Optimization exercise on an open flow, not production practice.
RTL: at most simulated, not proved equivalent.
Function not checked: runs 1, 2 and 5 to 7.
Power: default activity.

File: design/flow/design.v
package mem_pkg;
    typedef enum logic [1:0] {IDLE, WAIT, DONE} state_t;
    localparam int AW_DEF = 8;
    localparam int DW_DEF = 8;
    localparam logic RD = 1'b1;
    localparam logic WR = 1'b0;
endpackage
module mem_array (
    input  logic        CLK,
    input  logic [15:0] wrow,
    input  logic [15:0] hi,
    input  logic [15:0] lo,
    input  logic [7:0]  wdata,
    output logic [7:0]  rdata
);
    logic [7:0] mem [256];
    logic [7:0] row_q [16];
    always_ff @(posedge CLK)
        for (int w = 0; w < 256; w++)
            if (wrow[w/16] && lo[w%16]) mem[w] <= wdata;
    always_ff @(posedge CLK)
        for (int h = 0; h < 16; h++) begin
            logic [7:0] row;
            row = '0;
            for (int l = 0; l < 16; l++)
                row = row | (mem[16*h+l] & {8{lo[l]}});
            row_q[h] <= row;
        end
    always_ff @(posedge CLK) begin
        logic [7:0] acc;
        acc = '0;
        for (int h = 0; h < 16; h++)
            acc = acc | (row_q[h] & {8{hi[h]}});
        rdata <= acc;
    end
endmodule
module mem_responder (
    input  logic       CLK,
    input  logic       RST_N,
    input  logic [7:0] bus_in,
    input  logic       MAR_in,
    input  logic       MBR_in,
    input  logic       MBR_out,
    input  logic       WMFC,
    input  logic       rnw,
    output logic [7:0] bus_out,
    output logic       bus_oe,
    output logic       MFC,
    output logic       busy
);
    logic [15:0] mar_hi, mar_lo;    
    logic [7:0]  mbr_o, mbr_n;
    logic [1:0]  cnt;
    logic        op;
    logic        busy_o, idle_q;
    logic        mfc_o, ndone_q;
    logic [15:0] wrow;             
    logic        rstb;             
    logic [7:0]  rdata;
    logic        in_idle, in_wait, in_done;
    logic        go, fire, release_;
    assign in_idle  = idle_q;
    assign in_wait  = !idle_q && ndone_q;
    assign in_done  = !ndone_q;
    assign go       = in_idle && WMFC;           
    assign fire     = in_wait && (cnt == 2'd0);  
    assign release_ = in_done && !WMFC;          
    mem_array u_mem (
        .CLK   (CLK),
        .wrow  (wrow),
        .hi    (mar_hi),
        .lo    (mar_lo),
        .wdata (~mbr_n),
        .rdata (rdata)
    );
    function automatic logic [15:0] onehot4(input logic [3:0] v);
        onehot4 = 16'd1 << v;
    endfunction
    always_ff @(posedge CLK or negedge RST_N) begin
        if (!RST_N) begin
            busy_o  <= 1'b0;
            idle_q  <= 1'b1;
            mfc_o   <= 1'b0;
            ndone_q <= 1'b1;
            cnt     <= '0;
            op      <= 1'b0;
            wrow    <= '0;
            rstb    <= 1'b0;
        end else begin
            if (go) begin
                op     <= rnw;
                cnt    <= 2'd2;
                busy_o <= 1'b1;
                idle_q <= 1'b0;
            end
            if (in_wait) begin
                if (cnt != 2'd0) cnt <= cnt - 2'd1;
                wrow <= ((cnt == 2'd1) && (op == mem_pkg::WR)) ? mar_hi : '0;
                rstb <= (cnt == 2'd1) && (op == mem_pkg::RD);
            end
            if (fire) begin
                mfc_o   <= 1'b1;
                ndone_q <= 1'b0;
            end
            if (release_) begin
                busy_o  <= 1'b0;
                idle_q  <= 1'b1;
                mfc_o   <= 1'b0;
                ndone_q <= 1'b1;
            end
        end
    end
    always_ff @(posedge CLK or negedge RST_N) begin
        if (!RST_N) begin
            mar_hi <= 16'd1;
            mar_lo <= 16'd1;
        end else if (in_idle && MAR_in) begin
            mar_hi <= onehot4(bus_in[7:4]);
            mar_lo <= onehot4(bus_in[3:0]);
        end
    end
    always_ff @(posedge CLK or negedge RST_N) begin
        if (!RST_N) begin
            mbr_o <= '0;
            mbr_n <= '1;
        end else if (in_idle && MBR_in) begin
            mbr_o <= bus_in;
            mbr_n <= ~bus_in;
        end else if (rstb) begin
            mbr_o <= rdata;
            mbr_n <= ~rdata;
        end
    end
    assign MFC     = mfc_o;
    assign busy    = busy_o;
    assign bus_out = mbr_o;
    assign bus_oe  = MBR_out;
endmodule
File: design/flow/run.sh
#!/bin/bash
# synth_recipe.tcl (not shown) runs the flow's synth.tcl, then flattens the netlist and writes it again
# the make line also repeats each setting of config.mk as NAME=value (left out here)
make -C /OpenROAD-flow-scripts/flow DESIGN_CONFIG=/design/flow/config.mk WORK_HOME=/design/flow/orfs CLKGATE_MAP_FILE= SYNTH_SCRIPT=/design/flow/synth_recipe.tcl finish
File: design/flow/config.mk
export PLATFORM = sky130hd
export DESIGN_NAME = mem_responder
export DESIGN_NICKNAME = mem_responder
export VERILOG_FILES = /design/flow/design.v
export SDC_FILE = /design/flow/constraint.sdc
export NUM_CORES = 4
export LEC_CHECK = 0
export CAP_MARGIN = 20
export CORE_MARGIN = 2
export CORE_UTILIZATION = 60
export CTS_CLUSTER_DIAMETER = 100
export CTS_CLUSTER_SIZE = 30
export SETUP_SLACK_MARGIN = 2.2
export SLEW_MARGIN = 20
File: design/flow/constraint.sdc
create_clock -name core_clock -period 4.5 [get_ports {CLK}]
set_input_delay 0.9000 -clock core_clock [delete_from_list [all_inputs] [get_ports {CLK}]]
set_output_delay 0.9000 -clock core_clock [all_outputs]
set_load 0.01 [all_outputs]
==> notes.md, run 1 <==
* Run status: no timing/DRC/antenna violations
* Yosys cell types at 36
* I/O Pins at 26
* Buffers plus inverters on the worst setup path at 1
* Area Growth Syn to Fin at 5.87%
* Initial DRC Count at 4605
* Initial antenna violation count at 19
* Prevailing post-synth register cell: edfxtp_1
* Total grt overflow at 0
* Reg-to-reg slack, setup at 2220 ps
* RSZ-0062 raised after global routing: true
* Clock Latency Late Sink at 740 ps
* Via count at 41100
* Area of the die at 0.137 sq mm
* Detailed Route WL at 198 mm
* Max-slew headroom at the worst pin at 0.263
* DRT Pass-1 Iters at 5
* Drc violations at 0
* Synthesis-stage register bit count at 2256
* Share of cells above drive strength 1 at 0.0594
* Worst path slowest cell: dfrtp_2
* Via density at 6.91
* Crit start category: flop
* Synth area leaders: edfxtp_1, a22o_1, a221oi_1, dfxtp_1, and2_1
* Final period utilization at 0.512
* Detailed Place HPWL at 109 mm
* Register area share after synthesis at 0.819
* CP Depth at 1
* CTS tree: done
* Worst R2R End: u_mem.mem[99][7]
* Final ANT Viol Nets at 0
* Root Buffer: clkbuf_16
* Final Setup Violations at 0
* Core area at 0.133 sq mm
* Least-Margin Pin Slew at 1110 ps
* Final hold violations at 0
* FFs w/ async S/R, synth at 0.0319
* Number of synthesized flops with an enable pin at 2048
* Clock Pin Slew Worst Setup and Hold Paths at 120 ps
* Setup CP Type: flop to output port
* Required @ worst endpoint at 3600 ps
* First-pass GRT wire length at 281 mm
* Worst VDD drop at 0.834 mV
* Cell Area, Synth at 0.0806 sq mm
* Tmin final at 2300 ps
* Crit Reg-Reg Startpoint: mbr_n[7]
* Initial Util at 0.604
* Die Wd at 371 um
* Filler cells at 9103
* H-tree Lvls at 3
* Critical path endpoint category: output port
* Max incr delay on CP at 460 ps
* Post-synth top area share at 0.763
* Slew Limit Fails at 0
* # port buffers at 23
* Tot Pwr at 0.0452 W
* Yosys warns at 4
* Maximum capacitance violations at 0
* CTS buffer count at 85
* CP cell instances: buf_2
* Setup TNS Final at 0 ps
* Worst reg2reg path depth at 2
* Longest Clk Path Bufs at 3
* GRT Overall Usage at 0.285
* Leading area contributor after synthesis: edfxtp_1
* Largest net degree at the start of global routing at 207
* Row cnt at 134
* Power density cells at 530 mW/mm^2
* Worst Skew at 40.2 ps
* Avg Inst Size Synth at 19.1 sq um
* Fmax at 434 MHz
* Worst-path fanout max at 3
* CP delay by family, top: flip-flops
* CTS Sinks at 2256
* Vias in the first global route at 40300
* Average wire per standard cell at 33.2 um
* Critical Path AT at 1400 ps
* Synth Net Count at 4234
* Worst Hold Class: input pin to async pin
* Final Instance Area at 0.0854 sq mm
* Post-synthesis instance total at 4219
* DP Area at 0.0822 sq mm
* Die Y at 371 um
* Final Wtd Congestion at 0.826
* Leakage at 26.2 nW
* Post-layout nets at 4116
[logic make-up after synthesis]
group,after synthesis,share of synthesized area
multiplexers,16,0.00200
buffers and inverters,315,0.0197
AO/OA/AOI/OAI,1160,0.124
AND/OR/NAND/NOR,472,0.0352
flip-flops,2256,0.819
[layout by cell type, fill, tap and decap left out, drive strengths merged, types with 11 or more instances in the layout]
cell           count
edfxtp          2048
nand4            136
nor2              11
nand2             42
buf               88
o21ai             29
a221oi           544
clkdlybuf4s50     12
and2             257
dfstp             12
clkbuf           155
dfrtp             60
a22o             561
mux2i             15
dfxtp            136
[final cells by class]
class | instances | area [sq um] | area share
flip-flops and latches | 2256 | 66100 | 0.774
clock inverters | 5 | 72.6 | 0.000850
repair inverters | 1 | 5.00 | 0.0000586
well taps | 1768 | 2210 | 0.0259
diodes | 4 | 10.0 | 0.000117
multi-input cells | 1648 | 13100 | 0.153
repair buffers | 100 | 1360 | 0.0159
clock buffers | 155 | 2450 | 0.0287
inverters | 9 | 63.8 | 0.000747
[what timing repair did]
item                                    in CTS  in global routing
endpoints found under the setup margin     843                323
gates cloned                                 1                  0
setup buffers                               19                  4
resized for setup                           64                 15
hold buffers                                 0                  0
[metrics by stage]
step | setup WS, ps | std cells | hold slack (ps) | util
after global placement | 1750 | 5756 | 458 | 0.616
after detailed placement | 1700 | 5756 | 461 | 0.616
after floorplan | 1530 | 4219 | 427 | -
after CTS | 1990 | 5936 | 334 | 0.638
final | 2200 | 5946 | 199 | 0.640
after global routing | 2140 | 5942 | 202 | 0.640
[power breakdown]
group / switching (W) / total, W / internal [W] / leakage, nW
clock: 0.00592 / 0.00971 / 0.00379 / 1.20
combinational: 0.00602 / 0.00804 / 0.00202 / 4.70
sequential: 0.00102 / 0.0275 / 0.0265 / 20.3
[Yosys cell counts (29+ instances only)]
cell      number
a221oi_1     542
a22o_1       561
and2_1       257
buf_2         36
buf_6         47
clkbuf_1     205
dfrtp_1       60
dfxtp_1      136
edfxtp_1    2048
nand2_1       42
nand4_1      136
o21ai_0       29
[sequential cells by signal, summed over array words and instances (netlist names), 2 cells and up]
| name | cells |
|---|---|
| cnt | 2 |
| mar_hi | 16 |
| wrow | 16 |
| mbr_n | 8 |
| u_mem.rdata | 8 |
| u_mem.row_q | 128 |
| u_mem.mem | 2048 |
| mar_lo | 16 |
| mbr_o | 8 |
[layer usage]
| metal | global-route usage | share of wire | up-vias | wire length (um) |
|---|---|---|---|---|
| met1 | 0.404 | 0.40 | 21700 | 79900 |
| met5 | 0 | 0.00063 | - | 125 |
| li1 | - | - | 17500 | - |
| met2 | 0.468 | 0.49 | 1609 | 96900 |
| met4 | 0.0682 | 0.027 | 22 | 5330 |
| met3 | 0.0494 | 0.078 | 270 | 15400 |
[worst max-delay path by stage]
stage	start	endpoint	slack, ps
global route	mbr_o[6]	bus_out[6]	2140
global placement	MAR_in	mar_lo[5]	1750
detailed placement	MAR_in	mar_lo[5]	1700
finish	mfc_o	MFC	2200
floorplan	mbr_n[7]	u_mem.mem[0][7]	1530
CTS	mfc_o	MFC	1990
==> inputs of run 2 (changes only) <==
==> design/flow/design.v (replaced) <==
package mem_pkg;
    typedef enum logic [1:0] {IDLE, WAIT, DONE} state_t;
    localparam int AW_DEF = 8;
    localparam int DW_DEF = 8;
    localparam logic RD = 1'b1;
    localparam logic WR = 1'b0;
endpackage
module mem_array (
    input  logic        CLK,
    input  logic [15:0] wrow,
    input  logic [15:0] hi,
    input  logic [15:0] lo0,
    input  logic [15:0] lo1,
    input  logic [7:0]  wdata,
    output logic [7:0]  rdata
);
    logic [7:0] mem [256];
    logic [7:0] row_q [16];
    logic [255:0] csel;
    always_comb
        for (int w = 0; w < 256; w++)
            csel[w] = (w < 128) ? lo0[w%16] : lo1[w%16];
    always_ff @(posedge CLK)
        for (int w = 0; w < 256; w++)
            if (wrow[w/16] && csel[w]) mem[w] <= wdata;
    always_ff @(posedge CLK)
        for (int h = 0; h < 16; h++) begin
            logic [7:0] row;
            row = '0;
            for (int l = 0; l < 16; l++)
                row = row | (mem[16*h+l] & {8{csel[16*h+l]}});
            row_q[h] <= row;
        end
    always_comb begin
        rdata = '0;
        for (int h = 0; h < 16; h++)
            rdata = rdata | (row_q[h] & {8{hi[h]}});
    end
endmodule
module mem_responder (
    input  logic       CLK,
    input  logic       RST_N,
    input  logic [7:0] bus_in,
    input  logic       MAR_in,
    input  logic       MBR_in,
    input  logic       MBR_out,
    input  logic       WMFC,
    input  logic       rnw,
    output logic [7:0] bus_out,
    output logic       bus_oe,
    output logic       MFC,
    output logic       busy
);
    logic [7:0]  mar;
    logic [15:0] hi_q, lo0_q, lo1_q;    
    logic [7:0]  mbr_o, mbr_n;
    logic [1:0]  cnt;
    logic        op;
    logic        busy_o, idle_q;
    logic        mfc_o, ndone_q;
    logic [15:0] wrow;             
    logic        rstb;             
    logic [7:0]  rdata;
    logic        in_idle, in_wait, in_done;
    logic        go, fire, release_;
    logic        busy_d, mfc_d;
    logic [7:0]  mbr_d;
    assign in_idle  = idle_q;
    assign in_wait  = !idle_q && ndone_q;
    assign in_done  = !ndone_q;
    assign go       = in_idle && WMFC;           
    assign fire     = in_wait && (cnt == 2'd0);  
    assign release_ = in_done && !WMFC;          
    mem_array u_mem (
        .CLK   (CLK),
        .wrow  (wrow),
        .hi    (hi_q),
        .lo0   (lo0_q),
        .lo1   (lo1_q),
        .wdata (~mbr_n),
        .rdata (rdata)
    );
    always_ff @(posedge CLK) begin
        hi_q  <= 16'd1 << mar[7:4];
        lo0_q <= mar[7] ? 16'd0 : (16'd1 << mar[3:0]);
        lo1_q <= mar[7] ? (16'd1 << mar[3:0]) : 16'd0;
    end
    assign busy_d = go ? 1'b1 : release_ ? 1'b0 : !idle_q;
    assign mfc_d  = fire ? 1'b1 : release_ ? 1'b0 : !ndone_q;
    assign mbr_d  = (in_idle && MBR_in) ? bus_in : rstb ? rdata : ~mbr_n;
    always_ff @(posedge CLK or negedge RST_N) begin
        if (!RST_N) begin
            busy_o  <= 1'b0;
            idle_q  <= 1'b1;
            mfc_o   <= 1'b0;
            ndone_q <= 1'b1;
            cnt     <= '0;
            op      <= 1'b0;
            wrow    <= '0;
            rstb    <= 1'b0;
            mar     <= '0;
            mbr_o   <= '0;
            mbr_n   <= '1;
        end else begin
            busy_o  <= busy_d;
            idle_q  <= !busy_d;
            mfc_o   <= mfc_d;
            ndone_q <= !mfc_d;
            mbr_o   <= mbr_d;
            mbr_n   <= ~mbr_d;
            if (go) begin
                op  <= rnw;
                cnt <= 2'd2;
            end
            if (in_wait) begin
                if (cnt != 2'd0) cnt <= cnt - 2'd1;
                wrow <= ((cnt == 2'd1) && (op == mem_pkg::WR)) ? hi_q : '0;
                rstb <= (cnt == 2'd1) && (op == mem_pkg::RD);
            end
            if (in_idle && MAR_in) mar <= bus_in;
        end
    end
    assign MFC     = mfc_o;
    assign busy    = busy_o;
    assign bus_out = mbr_o;
    assign bus_oe  = MBR_out;
endmodule
==> notes.md, run 2 <==
* Worst-path fanout max at 1 (was 3)
* Critical path endpoint category: output port (unchanged)
* # port buffers at 23 (unchanged)
* CP delay by family, top: flip-flops (unchanged)
* Final hold violations at 0 (unchanged)
* Fmax at 433 MHz (was 434 MHz)
* Initial DRC Count at 6035 (was 4605)
* Detailed Place HPWL at 123 mm (was 109 mm)
* Commonest cells post-synth: edfxtp_1, a22o_1, a221oi_1 (unchanged)
* H-tree Lvls at 3 (unchanged)
* Clock Latency Late Sink at 740 ps (about the same)
* Final Wtd Congestion at 0.927 (was 0.826)
* Drc violations at 0 (unchanged)
* Post-layout nets at 4119 (was 4116)
* Multi-input gate area at 0.0129 sq mm (was 0.0131 sq mm)
* Yosys cell types at 41 (was 36)
* Post-synthesis instance total at 4216 (was 4219)
* Register area share after synthesis at 0.822 (was 0.819)
* Tmin final at 2310 ps (was 2300 ps)
* Yosys warns at 4 (unchanged)
* Share of cells above drive strength 1 at 0.0604 (was 0.0594)
* Post-Layout Cell Count at 5944 (was 5946)
* Area Growth Syn to Fin at 5.42% (was 5.87%)
* Max-slew headroom at the worst pin at 0.280 (was 0.263)
* Clock network fraction of total power at 0.212 (was 0.215)
* Core area at 0.133 sq mm (unchanged)
* Most frequent cells in the layout: edfxtp_1, a22o_1, a221oi_1 (unchanged)
* Worst Hold Class: input pin to async pin (unchanged)
* Max incr delay on CP at 430 ps (was 460 ps)
* Met2 usage at 0.474 (was 0.468)
* FFs w/ async S/R, synth at 0.0211 (was 0.0319)
* Final ANT Viol Nets at 0 (unchanged)
* Max reg flops at 2048 (unchanged)
* Least-Margin Pin Slew at 1070 ps (was 1110 ps)
* Run status: no timing/DRC/antenna violations (unchanged)
* Synthesis-stage register bit count at 2272 (was 2256)
* Post-CTS Setup Inserts at 0 (was 19)
* Internal power at 0.0325 W (was 0.0323 W)
* DP Area at 0.0825 sq mm (was 0.0822 sq mm)
* CTS buffer count at 85 (unchanged)
* Most frequent cell after synthesis: edfxtp_1 (unchanged)
* Sequential Power Share at 0.611 (was 0.607)
* Final Setup Violations at 0 (unchanged)
* GR Layer Usage met3 at 0.0447 (was 0.0494)
* Initial antenna violation count at 12 (was 19)
* Gr busiest metal: met2 (unchanged)
* Cell Area, Synth at 0.0806 sq mm (about the same)
* Most common cell after layout, fill and taps aside: edfxtp_1 (unchanged)
* Initial Util at 0.604 (about the same)
* Dpl ws at 1910 ps (was 1700 ps)
* Hold buffers post-CTS at 0 (unchanged)
* Power density cells at 543 mW/mm^2 (was 530 mW/mm^2)
* Synth Net Count at 4231 (was 4234)
* Longest Clk Path Bufs at 3 (unchanged)
* Vias in the first global route at 40800 (was 40300)
* Filler cells at 9165 (was 9103)
* CTS Sinks at 2272 (was 2256)
* Setup ws final at 2190 ps (was 2200 ps)
* Critical Path AT at 1410 ps (was 1400 ps)
* Worst Skew at 37.0 ps (was 40.2 ps)
* Number of synthesized flops with an enable pin at 2048 (unchanged)
* Setup CP Type: flop to output port (unchanged)
* Via count at 42200 (was 41100)
* Avg Inst Size Synth at 19.1 sq um (about the same)
* Required @ worst endpoint at 3600 ps (about the same)
* Maximum capacitance violations at 0 (unchanged)
* CP cell instances: clkbuf_2 (was buf_2)
* Post-synth top area share at 0.763 (about the same)
* DP Cell Count at 5781 (was 5756)
* Die Y at 370 um (was 371 um)
* Worst path slowest cell: dfrtp_1 (was dfrtp_2)
* DRT Pass-1 Iters at 6 (was 5)
* Root Buffer: clkbuf_16 (unchanged)
* Die Wd at 370 um (was 371 um)
* Crit start category: flop (unchanged)
* Largest net degree at the start of global routing at 197 (was 207)
* Via density at 7.10 (was 6.91)
* First-pass GRT wire length at 301 mm (was 281 mm)
* Final period utilization at 0.513 (was 0.512)
* Clock Pin Slew Worst Setup and Hold Paths at 120 ps (about the same)
* Setup TNS Final at 0 ps (unchanged)
* Area of the die at 0.137 sq mm (about the same)
* GRT Overall Usage at 0.307 (was 0.285)
* I/O Pins at 26 (unchanged)
* Top Registers: u_mem.mem: 2048 flops, u_mem.row_q: 128 flops (unchanged)
* M1 GR Usage at 0.467 (was 0.404)
* Buffers plus inverters on the worst setup path at 1 (unchanged)
* Worst VDD drop at 0.603 mV (was 0.834 mV)
* Register Area at 0.0663 sq mm (was 0.0661 sq mm)
* CTS tree: done (unchanged)
* Detailed Route WL at 212 mm (was 198 mm)
* Prevailing post-synth register cell: edfxtp_1 (unchanged)
* Total grt overflow at 0 (unchanged)
* Slew Limit Fails at 0 (unchanged)
* Average wire per standard cell at 35.6 um (was 33.2 um)
* Leading area contributor after synthesis: edfxtp_1 (unchanged)
* Leakage at 26.0 nW (was 26.2 nW)
* Final Instance Area at 0.0850 sq mm (was 0.0854 sq mm)
* RSZ-0062 raised after global routing: true (unchanged)
* Row cnt at 134 (unchanged)
* Sw power at 0.0137 W (was 0.0130 W)
* Biggest register: u_mem.mem (unchanged)
* Tot Pwr at 0.0462 W (was 0.0452 W)
* Synth area leaders: edfxtp_1, a22o_1, a221oi_1, dfxtp_1, and2_1 (unchanged)
* Sw Share at 0.296 (was 0.287)
* Combinational fraction of design power at 0.177 (was 0.178)
==> run 2: cell types whose count changed in the layout (fill, tap and decap cells not counted), sizes merged, moves of 9 or more <==
| cell | change |
|---|---|
| a22oi | +28 |
| nor2 | +35 |
| dfxtp | +40 |
| nand3b | +9 |
| o21ai | -18 |
| dfrtp | -22 |
| a22o | -14 |
| nand2 | -27 |
| a221oi | -14 |
| mux2i | -15 |
==> run 2: stage by stage <==
step            util  hold WS (ps)
2_1_floorplan      -           443
3_3_place_gp   0.618           456
3_5_place_dp   0.618           458
4_1_cts        0.636           180
5_1_grt        0.637           223
6_report       0.637           197
==> run 2: cells by family after synthesis <==
group / Yosys count / synth area share
multiplexers: 9 / 0.00126
AND/OR/NAND/NOR: 492 / 0.0369
AO/OA/AOI/OAI: 1131 / 0.122
flip-flops: 2272 / 0.822
buffers and inverters: 312 / 0.0178
==> run 2: layout make-up <==
cell class / instances / share of cell area
inverter: 11 / 0.000840
timing repair buffer: 98 / 0.0105
antenna: 2 / 0.0000589
timing repair inverter: 4 / 0.000265
clock buffer: 156 / 0.0292
multi-input combinational: 1632 / 0.152
sequential: 2272 / 0.781
tap: 1768 / 0.0260
clock inverter: 1 / 0.000103
==> run 2: worst paths after layout <==
kind | slack (ps) | startpoint | to | cells past startpoint
setup / recovery | 2190 | mbr_o[5] | bus_out[5] | 1
hold / removal | 200 | RST_N | cnt[1] | 1
setup reg to reg | 2230 | lo1_q[7] | u_mem.mem[199][2] | 2
hold reg to reg | 490 | u_mem.mem[237][4] | u_mem.row_q[14][4] | 2
max in group asynchronous | 3770 | RST_N | mbr_o[0] | 1
min in group core_clock | 490 | u_mem.mem[237][4] | u_mem.row_q[14][4] | 2
==> run 2: metal layers <==
layer	part of all wire	routed length, um	vias to the layer above
met5	0.00033	69	-
met2	0.47	98600	2097
met4	0.026	5600	12
li1	-	-	17400
met1	0.42	88300	22400
met3	0.091	19300	264
==> run 2: repair_timing <==
| item | in CTS | in global routing |
|---|---|---|
| gates resized for setup | 48 | 5 |
| pin swaps | 0 | 0 |
| endpoints found under the setup margin | 449 | 164 |
| cloned | 3 | 1 |
==> run 2: power groups by stage <==
stage | clock network [W] | logic, W | registers (W)
final | 0.00979 | 0.00817 | 0.0282
after global routing | 0.0106 | 0.00875 | 0.0282
after CTS | 0.00987 | 0.00815 | 0.0281
after detailed placement | 0 | 0.00814 | 0.0286
after global placement | 0 | 0.00794 | 0.0286
after floorplan | 0 | 0.00506 | 0.0276
==> inputs of run 3 (changes only) <==
--- a/design/flow/design.v
+++ b/design/flow/design.v
@@ -11,7 +11,8 @@
     input  logic [15:0] hi,
     input  logic [15:0] lo0,
     input  logic [15:0] lo1,
-    input  logic [7:0]  wdata,
+    input  logic [7:0]  wdata0,
+    input  logic [7:0]  wdata1,
     output logic [7:0]  rdata
 );
     logic [7:0] mem [256];
@@ -22,7 +23,7 @@
             csel[w] = (w < 128) ? lo0[w%16] : lo1[w%16];
     always_ff @(posedge CLK)
         for (int w = 0; w < 256; w++)
-            if (wrow[w/16] && csel[w]) mem[w] <= wdata;
+            if (wrow[w/16] && csel[w]) mem[w] <= (w < 128) ? wdata0 : wdata1;
     always_ff @(posedge CLK)
         for (int h = 0; h < 16; h++) begin
             logic [7:0] row;
@@ -53,6 +54,7 @@
 );
     logic [7:0]  mar;
     logic [15:0] hi_q, lo0_q, lo1_q;    
+    logic [7:0]  wd0_q, wd1_q;          
     logic [7:0]  mbr_o, mbr_n;
     logic [1:0]  cnt;
     logic        op;
@@ -77,13 +79,18 @@
         .hi    (hi_q),
         .lo0   (lo0_q),
         .lo1   (lo1_q),
-        .wdata (~mbr_n),
+        .wdata0(wd0_q),
+        .wdata1(wd1_q),
         .rdata (rdata)
     );
     always_ff @(posedge CLK) begin
         hi_q  <= 16'd1 << mar[7:4];
         lo0_q <= mar[7] ? 16'd0 : (16'd1 << mar[3:0]);
         lo1_q <= mar[7] ? (16'd1 << mar[3:0]) : 16'd0;
+    end
+    always_ff @(posedge CLK) begin
+        wd0_q <= mar[7] ? 8'h00 : ~mbr_n;
+        wd1_q <= mar[7] ? ~mbr_n : 8'h00;
     end
     assign busy_d = go ? 1'b1 : release_ ? 1'b0 : !idle_q;
     assign mfc_d  = fire ? 1'b1 : release_ ? 1'b0 : !ndone_q;
==> notes.md, run 3 <==
* Run status: no timing/DRC/antenna violations (unchanged)
* CP cell instances: buf_6 (was clkbuf_2)
* Required @ worst endpoint at 3600 ps (about the same)
* Average wire per standard cell at 34.5 um (was 35.6 um)
* Power density cells at 543 mW/mm^2 (about the same)
* Post-layout nets at 4141 (was 4119)
* Post-synthesis mux area share at 0.00125 (was 0.00126)
* Final Wtd Congestion at 0.958 (was 0.927)
* Post-synth top area share at 0.759 (was 0.763)
* FFs w/ async S/R, synth at 0.0210 (was 0.0211)
* Setup CP Type: flop to output port (unchanged)
* H-tree Lvls at 3 (unchanged)
* Crit Reg-Reg Startpoint: lo0_q[7] (was lo1_q[7])
* Initial DRC Count at 5386 (was 6035)
* Maximum capacitance violations at 0 (unchanged)
* Final hold violations at 0 (unchanged)
* RSZ-0062 raised after global routing: true (unchanged)
* DRT Pass-1 Iters at 5 (was 6)
* Critical path endpoint category: output port (unchanged)
* Fmax at 436 MHz (was 433 MHz)
* Worst path slowest cell: dfrtp_2 (was dfrtp_1)
* Post-synthesis instance total at 4242 (was 4216)
* Max reg flops at 2048 (unchanged)
* CTS tree: done (unchanged)
* Post-Synth Adder-Cell Area at 0 (unchanged)
* Initial antenna violation count at 8 (was 12)
* Final period utilization at 0.509 (was 0.513)
* Cell Area, Synth at 0.0810 sq mm (was 0.0806 sq mm)
* Commonest cells post-synth: edfxtp_1, a22o_1, a221oi_1 (unchanged)
* I/O Pins at 26 (unchanged)
* Max incr delay on CP at 510 ps (was 430 ps)
* CTS Sinks at 2288 (was 2272)
* Compound-gate portion of the synthesized area at 0.122 (about the same)
* # port buffers at 23 (unchanged)
* XOR/XNOR Fraction of Synth Area at 0 (unchanged)
* Avg Inst Size Synth at 19.1 sq um (about the same)
* Area Growth Syn to Fin at 5.47% (was 5.42%)
* DP Cell Count at 5801 (was 5781)
* Final ANT Viol Nets at 0 (unchanged)
* Total grt overflow at 0 (unchanged)
* Post-route core utilization at 0.639 (was 0.637)
* Register area share after synthesis at 0.822 (about the same)
* Buffers plus inverters on the worst setup path at 1 (unchanged)
* Row cnt at 134 (unchanged)
* Via density at 7.06 (was 7.10)
* Biggest register: u_mem.mem (unchanged)
* Final Setup Violations at 0 (unchanged)
* Leading area contributor after synthesis: edfxtp_1 (unchanged)
* Synth Net Count at 4257 (was 4231)
* Most frequent cell after synthesis: edfxtp_1 (unchanged)
* Worst setup path startpoint: mbr_o[1] (was mbr_o[5])
* Die Wd at 371 um (was 370 um)
* Detailed Place HPWL at 124 mm (was 123 mm)
* Drc violations at 0 (unchanged)
* First-pass GRT wire length at 297 mm (was 301 mm)
* Hold buffers post-CTS at 0 (unchanged)
* Filler cells at 9050 (was 9165)
* Core area at 0.134 sq mm (was 0.133 sq mm)
* Synthesis-stage register bit count at 2288 (was 2272)
* Share of cells above drive strength 1 at 0.0625 (was 0.0604)
* Critical Path AT at 1390 ps (was 1410 ps)
* Longest Clk Path Bufs at 3 (unchanged)
* GRT Overall Usage at 0.299 (was 0.307)
* Initial Util at 0.606 (was 0.604)
* Yosys cell types at 42 (was 41)
* Max-slew headroom at the worst pin at 0.297 (was 0.280)
* Largest net degree at the start of global routing at 95 (was 197)
* Tmin final at 2290 ps (was 2310 ps)
* Leakage at 26.6 nW (was 26.0 nW)
* Clock Latency Late Sink at 740 ps (about the same)
* Clock Pin Slew Worst Setup and Hold Paths at 110 ps (was 120 ps)
* Least-Margin Pin Slew at 1050 ps (was 1070 ps)
* Worst-path fanout max at 1 (unchanged)
* Top Registers: u_mem.mem: 2048 flops, u_mem.row_q: 128 flops (unchanged)
* Number of synthesized flops with an enable pin at 2048 (unchanged)
* Crit start category: flop (unchanged)
* Post-Layout Cell Count at 5965 (was 5944)
* Main combinational cell family by area after synthesis: compound AO/OA/AOI/OAI gates (unchanged)
* Via count at 42100 (was 42200)
* Vias in the first global route at 40800 (about the same)
* Prevailing post-synth register cell: edfxtp_1 (unchanged)
* Root Buffer: clkbuf_16 (unchanged)
* Die Y at 371 um (was 370 um)
* Worst Skew at 30.5 ps (was 37.0 ps)
* Most common cell after layout, fill and taps aside: edfxtp_1 (unchanged)
* Setup TNS Final at 0 ps (unchanged)
* CP delay by family, top: flip-flops (unchanged)
* Worst VDD drop at 0.337 mV (was 0.603 mV)
* Synth area leaders: edfxtp_1, a22o_1, a221oi_1, dfxtp_1, and2_1 (unchanged)
* Most frequent cells in the layout: edfxtp_1, a22o_1, a221oi_1 (unchanged)
* Slew Limit Fails at 0 (unchanged)
* CTS buffer count at 86 (was 85)
* Detailed Route WL at 206 mm (was 212 mm)
* Area of the die at 0.138 sq mm (was 0.137 sq mm)
* Yosys warns at 4 (unchanged)
* Simple logic cell fraction of the synthesized area at 0.0377 (was 0.0369)
* Worst Hold Class: input pin to async pin (unchanged)
==> run 3: changes by cell type after synthesis, moves of 4 or more <==
cell and delta:
nor2_1 +8, nor2b_1 +8, a22o_2 +5, a22o_1 -5
inv_1 -8, dfxtp_1 +16, buf_1 +4, buf_2 -6
==> run 3: worst paths after layout <==
check	cells after the start	slack, ps	endpoint
max in group asynchronous	1	3750	mbr_o[2]
setup / recovery	1	2210	bus_out[1]
setup reg to reg	2	2230	u_mem.mem[119][3]
min in group core_clock	2	490	u_mem.row_q[5][3]
hold / removal	1	200	cnt[1]
hold reg to reg	2	490	u_mem.row_q[5][3]
==> run 3: layer usage <==
metal  global-route usage  part of all wire  vias up  routed length, um
met5                    0           0.00025        -                 52
met3               0.0426             0.083      230              17100
li1                     -                 -    17500                  -
met4               0.0623             0.021       10               4340
met2                0.472              0.48     2057              98700
met1                0.451              0.42    22300              85800
==> run 3: what timing repair did <==
item | CTS | global route
endpoints found under the setup margin | 42 | 11
resized for setup | 48 | 3
setup buffers | 0 | 0
==> run 3: kinds of logic after synthesis <==
family | after synthesis
flops | 2288
mux | 9
buf+inv | 306
simple gates | 508
compound gates | 1131
==> run 3: report_power, final <==
part,switching [W],leakage [nW],total (W),internal [W]
sequential,0.00273,20.8,0.0292,0.0265
clock,0.00605,1.20,0.00991,0.00387
combinational,0.00496,4.57,0.00727,0.00232
==> run 3: area by class of cell <==
cell class | instances | area, sq um | area share
sequential | 2288 | 66700 | 0.781
timing repair buffer | 99 | 950 | 0.0111
tap | 1768 | 2210 | 0.0259
inverter | 3 | 11.3 | 0.000132
antenna | 2 | 5.00 | 0.0000586
clock buffer | 155 | 2470 | 0.0290
multi-input combinational | 1648 | 13000 | 0.152
clock inverter | 2 | 50.0 | 0.000586
==> run 3: stage by stage <==
step,instance area [sq um],hold WS [ps],total power [W],setup WS [ps]
4_1_cts,85300,182,0.0464,2170
5_1_grt,85400,207,0.0478,2170
3_3_place_gp,82800,473,0.0367,2040
6_report,85400,196,0.0464,2210
3_5_place_dp,82800,475,0.0369,2060
2_1_floorplan,81000,443,0.0322,2580
==> inputs of run 4 (changes only) <==
--- a/design/flow/config.mk
+++ b/design/flow/config.mk
@@ -10,5 +10,5 @@
 export CORE_UTILIZATION = 60
 export CTS_CLUSTER_DIAMETER = 100
 export CTS_CLUSTER_SIZE = 30
-export SETUP_SLACK_MARGIN = 2.2
+export SETUP_SLACK_MARGIN = 2.35
 export SLEW_MARGIN = 20
==> notes.md, run 4 <==
* Most frequent cell after synthesis: edfxtp_1 (unchanged)
* Avg Inst Size Synth at 19.1 sq um (unchanged)
* Hold buffers post-CTS at 0 (unchanged)
* Die Y at 371 um (unchanged)
* Core area at 0.134 sq mm (unchanged)
* Run status: no timing/DRC/antenna violations (unchanged)
* Clock network fraction of total power at 0.213 (was 0.214)
* Final Setup Violations at 0 (unchanged)
* Buffers plus inverters on the worst setup path at 1 (unchanged)
* Sw power at 0.0139 W (was 0.0137 W)
* Area Growth Syn to Fin at 5.72% (was 5.47%)
* Sequential Power Share at 0.625 (was 0.630)
* Max-slew headroom at the worst pin at 0.297 (about the same)
* CTS Sinks at 2288 (unchanged)
* Clock Pin Slew Worst Setup and Hold Paths at 120 ps (was 110 ps)
* Final period utilization at 0.508 (was 0.509)
* Crit Reg-Reg Startpoint: lo1_q[6] (was lo0_q[7])
* Longest Clk Path Bufs at 3 (unchanged)
* Final ANT Viol Nets at 0 (unchanged)
* Root Buffer: clkbuf_16 (unchanged)
* Post-synth top area share at 0.759 (unchanged)
* Worst setup path startpoint: mbr_o[1] (unchanged)
* Max reg flops at 2048 (unchanged)
* Setup TNS Final at 0 ps (unchanged)
* Combinational fraction of design power at 0.161 (was 0.157)
* Critical Path AT at 1390 ps (about the same)
* Internal power at 0.0327 W (about the same)
* Share of cells above drive strength 1 at 0.0647 (was 0.0625)
* Register area share after synthesis at 0.822 (unchanged)
* H-tree Lvls at 3 (unchanged)
* Setup ws final at 2210 ps (about the same)
* Biggest register: u_mem.mem (unchanged)
* Max incr delay on CP at 510 ps (about the same)
* CP delay by family, top: flip-flops (unchanged)
* Least-Margin Pin Slew at 1050 ps (about the same)
* DRT Pass-1 Iters at 6 (was 5)
* Post-synthesis instance total at 4242 (unchanged)
* Via density at 7.14 (was 7.06)
* # port buffers at 23 (unchanged)
* Detailed Route WL at 210 mm (was 206 mm)
* Crit start category: flop (unchanged)
* Tmin final at 2290 ps (about the same)
* Slew Limit Fails at 0 (unchanged)
* Final hold violations at 0 (unchanged)
* Via count at 42600 (was 42100)
* Initial DRC Count at 6003 (was 5386)
* Worst-path fanout max at 1 (unchanged)
* FFs w/ async S/R, synth at 0.0210 (unchanged)
* Total grt overflow at 0 (unchanged)
* Synthesis-stage register bit count at 2288 (unchanged)
* Leading area contributor after synthesis: edfxtp_1 (unchanged)
* I/O Pins at 26 (unchanged)
* Vias in the first global route at 40900 (was 40800)
* Area of the die at 0.138 sq mm (unchanged)
* Largest net degree at the start of global routing at 95 (unchanged)
* Filler cells at 9038 (was 9050)
* Fmax at 437 MHz (was 436 MHz)
* Prevailing post-synth register cell: edfxtp_1 (unchanged)
* Sw Share at 0.297 (was 0.296)
* Die Wd at 371 um (unchanged)
* Detailed Place HPWL at 124 mm (unchanged)
* Yosys cell types at 42 (unchanged)
* CTS tree: done (unchanged)
* Clock Latency Late Sink at 730 ps (was 740 ps)
* Setup CP Type: flop to output port (unchanged)
* RSZ-0062 raised after global routing: true (unchanged)
* First-pass GRT wire length at 300 mm (was 297 mm)
* Worst path slowest cell: dfrtp_2 (unchanged)
* Average wire per standard cell at 35.2 um (was 34.5 um)
* Commonest cells post-synth: edfxtp_1, a22o_1, a221oi_1 (unchanged)
* Number of synthesized flops with an enable pin at 2048 (unchanged)
* Final Wtd Congestion at 0.958 (unchanged)
* Synth area leaders: edfxtp_1, a22o_1, a221oi_1, dfxtp_1, and2_1 (unchanged)
* Maximum capacitance violations at 0 (unchanged)
* Drc violations at 0 (unchanged)
* Initial Util at 0.606 (unchanged)
* Worst Skew at 30.5 ps (about the same)
* Row cnt at 134 (unchanged)
* Top Registers: u_mem.mem: 2048 flops, u_mem.row_q: 128 flops (unchanged)
* Post-layout nets at 4149 (was 4141)
* Worst Hold Class: input pin to async pin (unchanged)
* Most common cell after layout, fill and taps aside: edfxtp_1 (unchanged)
* CP cell instances: buf_6 (unchanged)
* Critical path endpoint category: output port (unchanged)
* Cell Area, Synth at 0.0810 sq mm (unchanged)
* CTS buffer count at 86 (unchanged)
* Most frequent cells in the layout: edfxtp_1, a22o_1, a221oi_1 (unchanged)
* Worst VDD drop at 0.341 mV (was 0.337 mV)
* Initial antenna violation count at 10 (was 8)
* Power density cells at 544 mW/mm^2 (was 543 mW/mm^2)
* Dpl ws at 2060 ps (unchanged)
* Yosys warns at 4 (unchanged)
* Leakage at 26.7 nW (was 26.6 nW)
* GRT Overall Usage at 0.303 (was 0.299)
* Required @ worst endpoint at 3600 ps (about the same)
* Synth Net Count at 4257 (unchanged)
[run 4: cell counts after synthesis]
No cell type changed its count.
[run 4: cell families (layout without fill, tap and decap cells)]
kind of cell | after synthesis | after routing | share of synthesized area
buffers and inverters | 306 | 267 | 0.0175
other | 0 | 2 | 0
flip-flops | 2288 | 2288 | 0.822
multiplexers | 9 | 9 | 0.00125
AND/OR/NAND/NOR | 508 | 508 | 0.0377
AO/OA/AOI/OAI | 1131 | 1131 | 0.122
[run 4: path summary, 6_finish.rpt]
| kind | cells past startpoint | endpoint | slack (ps) |
|---|---|---|---|
| hold / removal | 1 | cnt[1] | 200 |
| min in group core_clock | 2 | u_mem.row_q[5][3] | 490 |
| setup / recovery | 1 | bus_out[1] | 2210 |
| hold reg to reg | 2 | u_mem.row_q[5][3] | 490 |
| max in group asynchronous | 1 | mbr_o[2] | 3730 |
| setup reg to reg | 2 | u_mem.mem[134][4] | 2400 |
[run 4: power by group through the flow]
stage	Combinational (W)	Clock [W]	Sequential (W)
6_report	0.00752	0.00993	0.0291
4_1_cts	0.00695	0.0100	0.0296
2_1_floorplan	0.00380	0	0.0284
3_5_place_dp	0.00679	0	0.0301
5_1_grt	0.00798	0.0107	0.0293
3_3_place_gp	0.00669	0	0.0300
[run 4: per-stage QoR]
step / area, sq um / util / std cells / total power (W) / hold WS [ps]
2_1_floorplan: 81000 / - / 4242 / 0.0322 / 443
3_3_place_gp: 82800 / 0.619 / 5801 / 0.0367 / 473
3_5_place_dp: 82800 / 0.619 / 5801 / 0.0369 / 475
4_1_cts: 85400 / 0.639 / 5963 / 0.0465 / 182
5_1_grt: 85600 / 0.641 / 5971 / 0.0480 / 209
6_report: 85600 / 0.641 / 5973 / 0.0466 / 195
[run 4: metal layers]
| metal | global-route usage | vias up | wire, um |
|---|---|---|---|
| met3 | 0.0432 | 268 | 18500 |
| met2 | 0.475 | 2263 | 100000 |
| met4 | 0.0703 | 12 | 5310 |
| li1 | - | 17600 | - |
| met1 | 0.457 | 22500 | 86300 |
| met5 | 0 | - | 62 |
[run 4: area by class of cell]
type,instances,area [sq um],area share
Clock buffer,155,2470,0.0289
Antenna cell,2,5.00,0.0000585
Clock inverter,2,50.0,0.000585
Multi-Input combinational cell,1648,13000,0.152
Tap cell,1768,2210,0.0258
Sequential cell,2288,66700,0.779
Inverter,3,11.3,0.000132
Timing Repair Buffer,107,1140,0.0133
[run 4: timing repair]
action                                  in CTS  in global routing
buffers inserted                             5                  3
gates resized for setup                     67                  5
endpoints found under the setup margin     275                 90
==> inputs of run 5 (changes only) <==
--- a/design/flow/design.v
+++ b/design/flow/design.v
@@ -8,6 +8,7 @@
 module mem_array (
     input  logic        CLK,
     input  logic [15:0] wrow,
+    input  logic [15:0] wcol,
     input  logic [15:0] hi,
     input  logic [15:0] lo0,
     input  logic [15:0] lo1,
@@ -23,7 +24,7 @@
             csel[w] = (w < 128) ? lo0[w%16] : lo1[w%16];
     always_ff @(posedge CLK)
         for (int w = 0; w < 256; w++)
-            if (wrow[w/16] && csel[w]) mem[w] <= (w < 128) ? wdata0 : wdata1;
+            if (wrow[w/16] && wcol[w%16]) mem[w] <= (w < 128) ? wdata0 : wdata1;
     always_ff @(posedge CLK)
         for (int h = 0; h < 16; h++) begin
             logic [7:0] row;
@@ -61,6 +62,7 @@
     logic        busy_o, idle_q;
     logic        mfc_o, ndone_q;
     logic [15:0] wrow;             
+    logic [15:0] wcol;             
     logic        rstb;             
     logic [7:0]  rdata;
     logic        in_idle, in_wait, in_done;
@@ -76,6 +78,7 @@
     mem_array u_mem (
         .CLK   (CLK),
         .wrow  (wrow),
+        .wcol  (wcol),
         .hi    (hi_q),
         .lo0   (lo0_q),
         .lo1   (lo1_q),
@@ -87,6 +90,7 @@
         hi_q  <= 16'd1 << mar[7:4];
         lo0_q <= mar[7] ? 16'd0 : (16'd1 << mar[3:0]);
         lo1_q <= mar[7] ? (16'd1 << mar[3:0]) : 16'd0;
+        wcol  <= (in_wait && (cnt == 2'd1) && (op == mem_pkg::WR)) ? lo0_q | lo1_q : 16'd0;
     end
     always_ff @(posedge CLK) begin
         wd0_q <= mar[7] ? 8'h00 : ~mbr_n;
--- a/design/flow/config.mk
+++ b/design/flow/config.mk
@@ -10,5 +10,5 @@
 export CORE_UTILIZATION = 60
 export CTS_CLUSTER_DIAMETER = 100
 export CTS_CLUSTER_SIZE = 30
-export SETUP_SLACK_MARGIN = 2.35
+export SETUP_SLACK_MARGIN = 2.5
 export SLEW_MARGIN = 20
==> notes.md, run 5 <==
* Most frequent cells in the layout: edfxtp_1, a22o_1, a221oi_1 (unchanged)
* Maximum capacitance violations at 0 (unchanged)
* Required @ worst endpoint at 3600 ps (about the same)
* Slew Limit Fails at 0 (unchanged)
* H-tree Lvls at 3 (unchanged)
* Vias in the first global route at 42100 (was 40900)
* Final ANT Viol Nets at 0 (unchanged)
* Max-slew headroom at the worst pin at 0.269 (was 0.297)
* Final period utilization at 0.518 (was 0.508)
* Tot Pwr at 0.0472 W (was 0.0466 W)
* Synth area leaders: edfxtp_1, a22o_1, a221oi_1, dfxtp_1, and2_1 (unchanged)
* Synth Net Count at 4276 (was 4257)
* Most common cell after layout, fill and taps aside: edfxtp_1 (unchanged)
* Post-synth top area share at 0.756 (was 0.759)
* Final Instance Area at 0.0866 sq mm (was 0.0856 sq mm)
* Filler cells at 9227 (was 9038)
* FFs w/ async S/R, synth at 0.0208 (was 0.0210)
* Longest Clk Path Bufs at 3 (unchanged)
* Power density cells at 545 mW/mm^2 (was 544 mW/mm^2)
* CP cell instances: buf_6 (unchanged)
* Hold buffers post-CTS at 0 (unchanged)
* CTS Sinks at 2304 (was 2288)
* Via density at 7.38 (was 7.14)
* Final Wtd Congestion at 0.929 (was 0.958)
* Reg-to-reg slack, setup at 2470 ps (was 2400 ps)
* CP Depth at 1 (unchanged)
* Setup TNS Final at 0 ps (unchanged)
* Buffers plus inverters on the worst setup path at 1 (unchanged)
* Post-layout nets at 4218 (was 4149)
* Drc violations at 0 (unchanged)
* Root Buffer: clkbuf_16 (unchanged)
* Worst Hold Class: input pin to async pin (unchanged)
* Max reg flops at 2048 (unchanged)
* RSZ-0062 raised after global routing: true (unchanged)
* Dpl ws at 2000 ps (was 2060 ps)
* Run status: no timing/DRC/antenna violations (unchanged)
* Setup CP Type: flop to output port (unchanged)
* Area Growth Syn to Fin at 6.39% (was 5.72%)
* First-pass GRT wire length at 334 mm (was 300 mm)
* Yosys cell types at 43 (was 42)
* Share of cells above drive strength 1 at 0.0805 (was 0.0647)
* Critical path endpoint category: output port (unchanged)
* Largest net degree at the start of global routing at 100 (was 95)
* Worst reg2reg path depth at 4 (was 2)
* Initial DRC Count at 7149 (was 6003)
* Max incr delay on CP at 510 ps (about the same)
* Clock Latency Late Sink at 760 ps (was 730 ps)
* Synthesis-stage register bit count at 2304 (was 2288)
* Die Wd at 372 um (was 371 um)
* Core area at 0.135 sq mm (was 0.134 sq mm)
* Most frequent cell after synthesis: edfxtp_1 (unchanged)
* Total grt overflow at 0 (unchanged)
* CP delay by family, top: flip-flops (unchanged)
* Leading area contributor after synthesis: edfxtp_1 (unchanged)
* Detailed Place HPWL at 146 mm (was 124 mm)
* Least-Margin Pin Slew at 1100 ps (was 1050 ps)
* Prevailing post-synth register cell: edfxtp_1 (unchanged)
* DRT Pass-1 Iters at 6 (unchanged)
* Fmax at 429 MHz (was 437 MHz)
* Initial antenna violation count at 20 (was 10)
* DP Area at 0.0834 sq mm (was 0.0828 sq mm)
* Cell Area, Synth at 0.0814 sq mm (was 0.0810 sq mm)
* Worst R2R End: u_mem.row_q[8][7] (was u_mem.mem[134][4])
* Area of the die at 0.139 sq mm (was 0.138 sq mm)
* Avg Inst Size Synth at 19.1 sq um (about the same)
* Number of synthesized flops with an enable pin at 2048 (unchanged)
* Final hold violations at 0 (unchanged)
* Yosys warns at 4 (unchanged)
* Setup ws final at 2170 ps (was 2210 ps)
* Crit start category: flop (unchanged)
* Biggest register: u_mem.mem (unchanged)
* Row cnt at 135 (was 134)
* CTS tree: done (unchanged)
* Clock Pin Slew Worst Setup and Hold Paths at 120 ps (about the same)
* Worst Skew at 35.6 ps (was 30.5 ps)
* Worst path slowest cell: dfrtp_2 (unchanged)
* I/O Pins at 26 (unchanged)
* Register area share after synthesis at 0.822 (about the same)
* Post-synthesis instance total at 4261 (was 4242)
* Initial Util at 0.602 (was 0.606)
* # port buffers at 23 (unchanged)
* Worst VDD drop at 0.343 mV (was 0.341 mV)
* Crit Reg-Reg Startpoint: lo1_q[1] (was lo1_q[6])
* Final Setup Violations at 0 (unchanged)
* Average wire per standard cell at 40.4 um (was 35.2 um)
* CTS buffer count at 86 (unchanged)
* Post-route core utilization at 0.641 (about the same)
* Commonest cells post-synth: edfxtp_1, a22o_1, a221oi_1 (unchanged)
* Top Registers: u_mem.mem: 2048 flops, u_mem.row_q: 128 flops (unchanged)
* GRT Overall Usage at 0.348 (was 0.303)
* Worst-path fanout max at 1 (unchanged)
* Detailed Route WL at 245 mm (was 210 mm)
* Die Y at 372 um (was 371 um)
* Critical Path AT at 1430 ps (was 1390 ps)
* Leakage at 27.1 nW (was 26.7 nW)
* Tmin final at 2330 ps (was 2290 ps)
* Via count at 44800 (was 42600)
==> run 5: changes by cell type after synthesis, moves of 6 or more <==
cell      before  now
clkbuf_1     164  100
buf_1          9   51
dfxtp_1      192  208
o21a_1         0   16
a22o_2         7    0
a22oi_1       28   34
==> run 5: stage by stage <==
step           hold slack, ps  cells
2_1_floorplan             443   4261
3_3_place_gp              457   5876
3_5_place_dp              458   5878
4_1_cts                   198   6043
5_1_grt                   229   6056
6_report                  215   6066
==> run 5: worst max path at each step <==
stage | start | end | slack (ps)
finish | mbr_o[6] | bus_out[6] | 2170
global route | mbr_o[0] | bus_out[0] | 2120
CTS | mbr_o[0] | bus_out[0] | 2140
detailed placement | MBR_in | mbr_o[7] | 2000
global placement | MBR_in | mbr_o[2] | 1980
floorplan | MBR_out | bus_oe | 2580
==> run 5: kinds of logic after synthesis <==
kind of cell           count (synthesis)  share of synthesized area
buffers and inverters                290                     0.0170
AO/OA/AOI/OAI                       1145                      0.122
AND/OR/NAND/NOR                      513                     0.0380
flip-flops                          2304                      0.822
multiplexers                           9                    0.00125
==> run 5: where the power goes <==
part / total [W] / leakage [nW] / internal [W] / switching, W
combinational: 0.00772 / 4.97 / 0.00254 / 0.00518
clock: 0.0100 / 1.19 / 0.00379 / 0.00622
sequential: 0.0295 / 20.9 / 0.0266 / 0.00292
==> run 5: cell type report <==
class | instances | area, sq um | area share
multi-input cells | 1667 | 13300 | 0.153
diodes | 10 | 25.0 | 0.000289
inverters | 3 | 11.3 | 0.000130
clock buffers | 155 | 2450 | 0.0283
well taps | 1781 | 2230 | 0.0257
flip-flops and latches | 2304 | 67100 | 0.774
repair buffers | 141 | 1500 | 0.0173
clock inverters | 5 | 51.3 | 0.000592
==> run 5: repair_timing <==
| item | 4_1_cts | 5_1_grt |
|---|---|---|
| setup buffers | 5 | 11 |
| pin swaps | 1 | 3 |
| setup endpoints to repair | 567 | 366 |
| gates resized for setup | 96 | 14 |
==> run 5: metal layers <==
metal	global-route usage	wire (um)	vias to the layer above
met5	0	70	-
met4	0.111	8620	12
met3	0.0670	25300	406
met2	0.544	116000	2923
met1	0.501	95400	23700
li1	-	-	17700
==> inputs of run 6 (changes only) <==
--- a/design/flow/config.mk
+++ b/design/flow/config.mk
@@ -7,8 +7,9 @@
 export LEC_CHECK = 0
 export CAP_MARGIN = 20
 export CORE_MARGIN = 2
-export CORE_UTILIZATION = 60
-export CTS_CLUSTER_DIAMETER = 100
-export CTS_CLUSTER_SIZE = 30
+export CORE_UTILIZATION = 70
+export CTS_CLUSTER_DIAMETER = 90
+export CTS_CLUSTER_SIZE = 25
+export PLACE_DENSITY = 0.75
 export SETUP_SLACK_MARGIN = 2.5
 export SLEW_MARGIN = 20
==> notes.md, run 6 <==
* Maximum capacitance violations at 0 (unchanged)
* Longest Clk Path Bufs at 3 (unchanged)
* Most frequent cells in the layout: edfxtp_1, a22o_1, a221oi_1 (unchanged)
* Vias in the first global route at 41800 (was 42100)
* CTS Sinks at 2304 (unchanged)
* Area of the die at 0.119 sq mm (was 0.139 sq mm)
* Die Wd at 345 um (was 372 um)
* Initial Util at 0.703 (was 0.602)
* Average wire per standard cell at 37.4 um (was 40.4 um)
* Metal2 WL at 102 mm (was 116 mm)
* Worst path slowest cell: dfrtp_2 (unchanged)
* Post-Synth Adder-Cell Area at 0 (unchanged)
* Die Y at 345 um (was 372 um)
* Tmin final at 2300 ps (was 2330 ps)
* Biggest register: u_mem.mem (unchanged)
* Row cnt at 125 (was 135)
* Final Wtd Congestion at 0.955 (was 0.929)
* Top Layer Used: met5 (unchanged)
* Detailed Place HPWL at 122 mm (was 146 mm)
* First-pass GRT wire length at 304 mm (was 334 mm)
* XOR/XNOR Fraction of Synth Area at 0 (unchanged)
* Avg Inst Size Synth at 19.1 sq um (unchanged)
* Power density cells at 546 mW/mm^2 (was 545 mW/mm^2)
* Max-slew headroom at the worst pin at 0.282 (was 0.269)
* Max incr delay on CP at 510 ps (about the same)
* Required @ worst endpoint at 3600 ps (about the same)
* Most common cell after layout, fill and taps aside: edfxtp_1 (unchanged)
* Via count at 44400 (was 44800)
* Critical Path AT at 1400 ps (was 1430 ps)
* FFs w/ async S/R, synth at 0.0208 (unchanged)
* Worst VDD drop at 0.482 mV (was 0.343 mV)
* Post-synthesis instance total at 4261 (unchanged)
* Fmax at 435 MHz (was 429 MHz)
* Run status: no timing/DRC/antenna violations (unchanged)
* Compound-gate portion of the synthesized area at 0.122 (unchanged)
* Buffers plus inverters on the worst setup path at 1 (unchanged)
* Yosys warns at 4 (unchanged)
* Root Buffer: clkbuf_16 (unchanged)
* Via density at 7.65 (was 7.38)
* Top Registers: u_mem.mem: 2048 flops, u_mem.row_q: 128 flops (unchanged)
* CTS tree: done (unchanged)
* Post-synthesis mux area share at 0.00125 (unchanged)
* Hold_ws at 484 ps (was 215 ps)
* Final ANT Viol Nets at 0 (unchanged)
* Post-layout nets at 4186 (was 4218)
* Share of cells above drive strength 1 at 0.0716 (was 0.0805)
* Register area share after synthesis at 0.822 (unchanged)
* Met1 wire length at 78.7 mm (was 95.4 mm)
* RSZ-0062 raised after global routing: true (unchanged)
* Crit Reg-Reg Startpoint: wcol[12] (was lo1_q[1])
* Initial antenna violation count at 18 (was 20)
* CP delay by family, top: flip-flops (unchanged)
* Post-synth top area share at 0.756 (unchanged)
* Setup CP Type: flop to output port (unchanged)
* Final period utilization at 0.511 (was 0.518)
* Leading area contributor after synthesis: edfxtp_1 (unchanged)
* Cell Area, Synth at 0.0814 sq mm (unchanged)
* Clock Latency Late Sink at 740 ps (was 760 ps)
* Slew Limit Fails at 0 (unchanged)
* Drc violations at 0 (unchanged)
* Number of synthesized flops with an enable pin at 2048 (unchanged)
* Critical path endpoint category: output port (unchanged)
* Worst setup path startpoint: mbr_o[5] (was mbr_o[6])
* CTS buffer count at 102 (was 86)
* Synthesis-stage register bit count at 2304 (unchanged)
* Most frequent cell after synthesis: edfxtp_1 (unchanged)
* Initial DRC Count at 7464 (was 7149)
* Max reg flops at 2048 (unchanged)
* Final Setup Violations at 0 (unchanged)
* Commonest cells post-synth: edfxtp_1, a22o_1, a221oi_1 (unchanged)
* HP Start: u_mem.mem[255][0]
* GRT Overall Usage at 0.364 (was 0.348)
* Clock Pin Slew Worst Setup and Hold Paths at 90 ps (was 120 ps)
* Setup ws final at 2200 ps (was 2170 ps)
* Worst Hold Class: flop to flop (was input pin to async pin)
* Synth area leaders: edfxtp_1, a22o_1, a221oi_1, dfxtp_1, and2_1 (unchanged)
* Main combinational cell family by area after synthesis: compound AO/OA/AOI/OAI gates (unchanged)
* Prevailing post-synth register cell: edfxtp_1 (unchanged)
* DRT Pass-1 Iters at 6 (unchanged)
* Core area at 0.116 sq mm (was 0.135 sq mm)
* # port buffers at 23 (unchanged)
* Yosys cell types at 43 (unchanged)
* Worst Skew at 28.4 ps (was 35.6 ps)
* H-tree Lvls at 3 (unchanged)
* Detailed Route WL at 217 mm (was 245 mm)
* Synth Net Count at 4276 (unchanged)
* Simple logic cell fraction of the synthesized area at 0.0380 (unchanged)
* I/O Pins at 26 (unchanged)
* Leakage at 27.0 nW (was 27.1 nW)
* Area Growth Syn to Fin at 5.90% (was 6.39%)
* Total grt overflow at 0 (unchanged)
* Crit start category: flop (unchanged)
* Dpl ws at 2080 ps (was 2000 ps)
* Least-Margin Pin Slew at 1080 ps (was 1100 ps)
* Setup TNS Final at 0 ps (unchanged)
* Largest net degree at the start of global routing at 96 (was 100)
* CP cell instances: buf_6 (unchanged)
* Final hold violations at 0 (unchanged)
* Worst-path fanout max at 1 (unchanged)
* Met3 WL at 28.9 mm (was 25.3 mm)
## run 6: timing repair
action	in CTS	in global routing
buffers inserted	1	4
endpoints found under the hold margin	5	0
hold buffers	1	0
setup endpoints to repair	112	70
gates cloned	0	1
gates resized for setup	70	20
## run 6: power breakdown
group	internal [W]	switching, W	total, W	leakage (nW)
sequential	0.0266	0.00307	0.0297	20.9
clock	0.00450	0.00626	0.0108	1.43
combinational	0.00224	0.00433	0.00657	4.61
total	0.0334	0.0137	0.0470	27.0
## run 6: logic make-up after synthesis
kind of cell / count (synthesis)
AOI/OAI and AO/OA: 1145
DFF: 2304
buffers and inverters: 290
muxes: 9
and+or+nand+nor: 513
## run 6: through the flow
step / instances / util / power (W) / cell area, sq um
finish: 5809 / 0.745 / 0.0470 / 86200
global route: 5788 / 0.744 / 0.0481 / 86100
CTS: 5778 / 0.742 / 0.0465 / 85900
detailed placement: 5583 / 0.716 / 0.0362 / 82800
global placement: 5583 / 0.716 / 0.0360 / 82800
floorplan: 4261 / - / 0.0323 / 81400
## run 6: path summary, 6_finish.rpt
kind | to | slack [ps] | cells past startpoint
max in group asynchronous | mbr_o[6] | 2980 | 3
min in group asynchronous | cnt[1] | 530 | 2
min reg2reg | u_mem.row_q[15][0] | 480 | 2
max reg2reg | u_mem.mem[28][4] | 2390 | 1
min | u_mem.row_q[15][0] | 480 | 2
max | bus_out[5] | 2200 | 1
## run 6: per-layer routing
layer,track usage,vias to the layer above
met5,0,-
met4,0.137,10
met3,0.0851,419
met2,0.554,3433
met1,0.525,22800
li1,-,17700
## run 6: area by class of cell
cell class | instances | area, sq um
flip-flops and latches | 2304 | 67100
fillers | 6516 | 29500
multi-input cells | 1668 | 13200
clock buffers | 188 | 2960
well taps | 1524 | 1910
repair buffers | 92 | 902
diodes | 25 | 62.6
clock inverters | 5 | 57.6
inverters | 3 | 11.3
==> inputs of run 7 (changes only) <==
--- a/design/flow/design.v
+++ b/design/flow/design.v
@@ -8,6 +8,7 @@
 module mem_array (
     input  logic        CLK,
     input  logic [15:0] wrow,
+    input  logic [15:0] wrow_n,
     input  logic [15:0] wcol,
     input  logic [15:0] hi,
     input  logic [15:0] lo0,
@@ -22,9 +23,20 @@
     always_comb
         for (int w = 0; w < 256; w++)
             csel[w] = (w < 128) ? lo0[w%16] : lo1[w%16];
+    logic       p_q;
+    logic [7:0] wenc0, wenc1;
+    logic [255:0] we, hold;
+    always_ff @(posedge CLK) p_q <= ~p_q;
+    assign wenc0 = wdata0 ^ {8{p_q}};
+    assign wenc1 = wdata1 ^ {8{p_q}};
+    always_comb
+        for (int w = 0; w < 256; w++) begin
+            we[w]   = wrow[w/16] & wcol[w%16];
+            hold[w] = wrow_n[w/16] | ~wcol[w%16];
+        end
     always_ff @(posedge CLK)
         for (int w = 0; w < 256; w++)
-            if (wrow[w/16] && wcol[w%16]) mem[w] <= (w < 128) ? wdata0 : wdata1;
+            mem[w] <= ~((mem[w] & {8{hold[w]}}) | (((w < 128) ? wenc0 : wenc1) & {8{we[w]}}));
     always_ff @(posedge CLK)
         for (int h = 0; h < 16; h++) begin
             logic [7:0] row;
@@ -37,6 +49,7 @@
         rdata = '0;
         for (int h = 0; h < 16; h++)
             rdata = rdata | (row_q[h] & {8{hi[h]}});
+        rdata = rdata ^ {8{~p_q}};
     end
 endmodule
 module mem_responder (
@@ -62,6 +75,7 @@
     logic        busy_o, idle_q;
     logic        mfc_o, ndone_q;
     logic [15:0] wrow;             
+    logic [15:0] wrow_n;           
     logic [15:0] wcol;             
     logic        rstb;             
     logic [7:0]  rdata;
@@ -78,6 +92,7 @@
     mem_array u_mem (
         .CLK   (CLK),
         .wrow  (wrow),
+        .wrow_n(wrow_n),
         .wcol  (wcol),
         .hi    (hi_q),
         .lo0   (lo0_q),
@@ -108,6 +123,7 @@
             cnt     <= '0;
             op      <= 1'b0;
             wrow    <= '0;
+            wrow_n  <= '1;
             rstb    <= 1'b0;
             mar     <= '0;
             mbr_o   <= '0;
@@ -125,7 +141,8 @@
             end
             if (in_wait) begin
                 if (cnt != 2'd0) cnt <= cnt - 2'd1;
-                wrow <= ((cnt == 2'd1) && (op == mem_pkg::WR)) ? hi_q : '0;
+                wrow   <= ((cnt == 2'd1) && (op == mem_pkg::WR)) ? hi_q : '0;
+                wrow_n <= ((cnt == 2'd1) && (op == mem_pkg::WR)) ? ~hi_q : '1;
                 rstb <= (cnt == 2'd1) && (op == mem_pkg::RD);
             end
             if (in_idle && MAR_in) mar <= bus_in;
--- a/design/flow/config.mk
+++ b/design/flow/config.mk
@@ -7,9 +7,8 @@
 export LEC_CHECK = 0
 export CAP_MARGIN = 20
 export CORE_MARGIN = 2
-export CORE_UTILIZATION = 70
+export CORE_UTILIZATION = 60
 export CTS_CLUSTER_DIAMETER = 90
 export CTS_CLUSTER_SIZE = 25
-export PLACE_DENSITY = 0.75
-export SETUP_SLACK_MARGIN = 2.5
+export SETUP_SLACK_MARGIN = 2.35
 export SLEW_MARGIN = 20
==> notes.md, run 7 <==
* Vias in the first global route at 61300 (was 41800)
* Top Layer Used: met5 (unchanged)
* Post-synth top area share at 0.556 (was 0.756)
* Metal2 WL at 137 mm (was 102 mm)
* Simple logic cell fraction of the synthesized area at 0.0471 (was 0.0380)
* Setup CP Type: flop to output port (unchanged)
* Average wire per standard cell at 38.1 um (was 37.4 um)
* Yosys warns at 4 (unchanged)
* Worst-path fanout max at 1 (unchanged)
* Final Wtd Congestion at 0.907 (was 0.955)
* CTS tree: done (unchanged)
* Setup ws final at 2150 ps (was 2200 ps)
* Met3 WL at 43.3 mm (was 28.9 mm)
* Via density at 7.97 (was 7.65)
* Leakage at 41.8 nW (was 27.0 nW)
* Number of synthesized flops with an enable pin at 0 (was 2048)
* XOR/XNOR Fraction of Synth Area at 0.00490 (was 0)
* Power density cells at 511 mW/mm^2 (was 546 mW/mm^2)
* Die Wd at 372 um (was 345 um)
* Yosys cell types at 39 (was 43)
* Worst Skew at 20.8 ps (was 28.4 ps)
* DRT Pass-1 Iters at 8 (was 6)
* Most frequent cell after synthesis: dfxtp_1 (was edfxtp_1)
* Synthesis-stage register bit count at 2321 (was 2304)
* Most frequent cells in the layout: dfxtp_1, a22oi_1, a22o_1 (was edfxtp_1, a22o_1, a221oi_1)
* Clock Pin Slew Worst Setup and Hold Paths at 100 ps (was 90 ps)
* Share of cells above drive strength 1 at 0.0749 (was 0.0716)
* Most common cell after layout, fill and taps aside: dfxtp_1 (was edfxtp_1)
* Worst Hold Class: input pin to async pin (was flop to flop)
* Via count at 66400 (was 44400)
* Dpl ws at 1600 ps (was 2080 ps)
* Area Growth Syn to Fin at 3.67% (was 5.90%)
* Critical path endpoint category: output port (unchanged)
* Die Y at 372 um (was 345 um)
* Critical Path AT at 1450 ps (was 1400 ps)
* Final ANT Viol Nets at 0 (unchanged)
* Final Setup Violations at 0 (unchanged)
* Tmin final at 2350 ps (was 2300 ps)
* Detailed Place HPWL at 169 mm (was 122 mm)
* CTS buffer count at 102 (unchanged)
* Initial antenna violation count at 18 (unchanged)
* Post-synthesis mux area share at 0.00125 (about the same)
* Register area share after synthesis at 0.576 (was 0.822)
* Max incr delay on CP at 520 ps (was 510 ps)
* Post-Synth Adder-Cell Area at 0 (unchanged)
* # port buffers at 23 (unchanged)
* Filler cells at 10800 (was 6516)
* Leading area contributor after synthesis: dfxtp_1 (was edfxtp_1)
* Final period utilization at 0.522 (was 0.511)
* Total grt overflow at 0 (unchanged)
* RSZ-0062 raised after global routing: true (unchanged)
* Initial Util at 0.602 (was 0.703)
* Initial DRC Count at 11600 (was 7464)
* Least-Margin Pin Slew at 1240 ps (was 1080 ps)
* GRT Overall Usage at 0.433 (was 0.364)
* Run status: no timing/DRC/antenna violations (unchanged)
* CP delay by family, top: flip-flops (unchanged)
* DP Cell Count at 8136 (was 5583)
* Drc violations at 0 (unchanged)
* Final hold violations at 0 (unchanged)
* Met1 wire length at 120 mm (was 78.7 mm)
* Row cnt at 135 (was 125)
* Post-layout nets at 6510 (was 4186)
* Area of the die at 0.138 sq mm (was 0.119 sq mm)
* Main combinational cell family by area after synthesis: compound AO/OA/AOI/OAI gates (unchanged)
* Slew Limit Fails at 0 (unchanged)
* Max reg flops at 2048 (unchanged)
* Synth Net Count at 7250 (was 4276)
* Avg Inst Size Synth at 11.2 sq um (was 19.1 sq um)
* Setup TNS Final at 0 ps (unchanged)
* Commonest cells post-synth: dfxtp_1, a22oi_1, a22o_1 (was edfxtp_1, a22o_1, a221oi_1)
-- run 7: changes by cell type after synthesis, moves of 130 or more --
cell / before / now
nand2b_1: 8 / 265
clkbuf_1: 100 / 362
buf_1: 51 / 337
a22oi_1: 34 / 2048
dfxtp_1: 208 / 2257
edfxtp_1: 2048 / 0
and2_1: 256 / 126
-- run 7: final cells by class --
type	count	area share
Antenna cell	25	0.000742
Clock buffer	133	0.0324
Clock inverter	1	0.000356
Inverter	4	0.000178
Multi-Input combinational cell	3880	0.356
Sequential cell	2321	0.558
Tap cell	1781	0.0264
Timing Repair Buffer	186	0.0257
-- run 7: cell families (layout without fill, tap and decap cells) --
group,count (synthesis),count (layout)
compound gates,3206,3206
xor+xnor,24,24
buf+inv,1034,324
flops,2321,2321
mux,9,9
other cells,0,25
simple gates,641,641
-- run 7: power by group --
group / internal (W) / switching (W) / total [W] / leakage [nW]
combinational: 0.00375 / 0.00552 / 0.00927 / 20.6
sequential: 0.0212 / 0.00177 / 0.0229 / 19.8
clock: 0.00432 / 0.00650 / 0.0108 / 1.34
total: 0.0292 / 0.0138 / 0.0430 / 41.8
-- run 7: path summary, 6_finish.rpt --
check                                  startpoint           endpoint  depth (start not counted)
worst min register to register  u_mem.mem[177][1]  u_mem.mem[177][1]                          1
worst max-delay path                     mbr_o[1]         bus_out[1]                          1
min in group core_clock         u_mem.mem[177][1]  u_mem.mem[177][1]                          1
worst max register to register           lo0_q[6]  u_mem.row_q[4][2]                          4
max in group asynchronous                   RST_N          async pin                          2
worst min-delay path                        RST_N            wrow[5]                          1
-- run 7: repair_timing --
| action | 4_1_cts | 5_1_grt |
|---|---|---|
| gates resized for setup | 116 | 44 |
| hold buffers | 0 | 0 |
| pin swaps | 7 | 1 |
| setup endpoints to repair | 2073 | 396 |
| buffers inserted | 21 | 15 |
-- run 7: per-stage QoR --
step,total power [W],cell area (sq um)
4_1_cts,0.0422,83800
6_report,0.0430,84300
5_1_grt,0.0438,84200
2_1_floorplan,0.0275,81300
3_5_place_dp,0.0316,80500
3_3_place_gp,0.0317,80500
-- run 7: routing by layer --
metal / GRT usage / vias up
met5: 0 / -
met4: 0.216 / 10
met3: 0.121 / 1074
met2: 0.640 / 5362
met1: 0.581 / 33200
li1: - / 26800
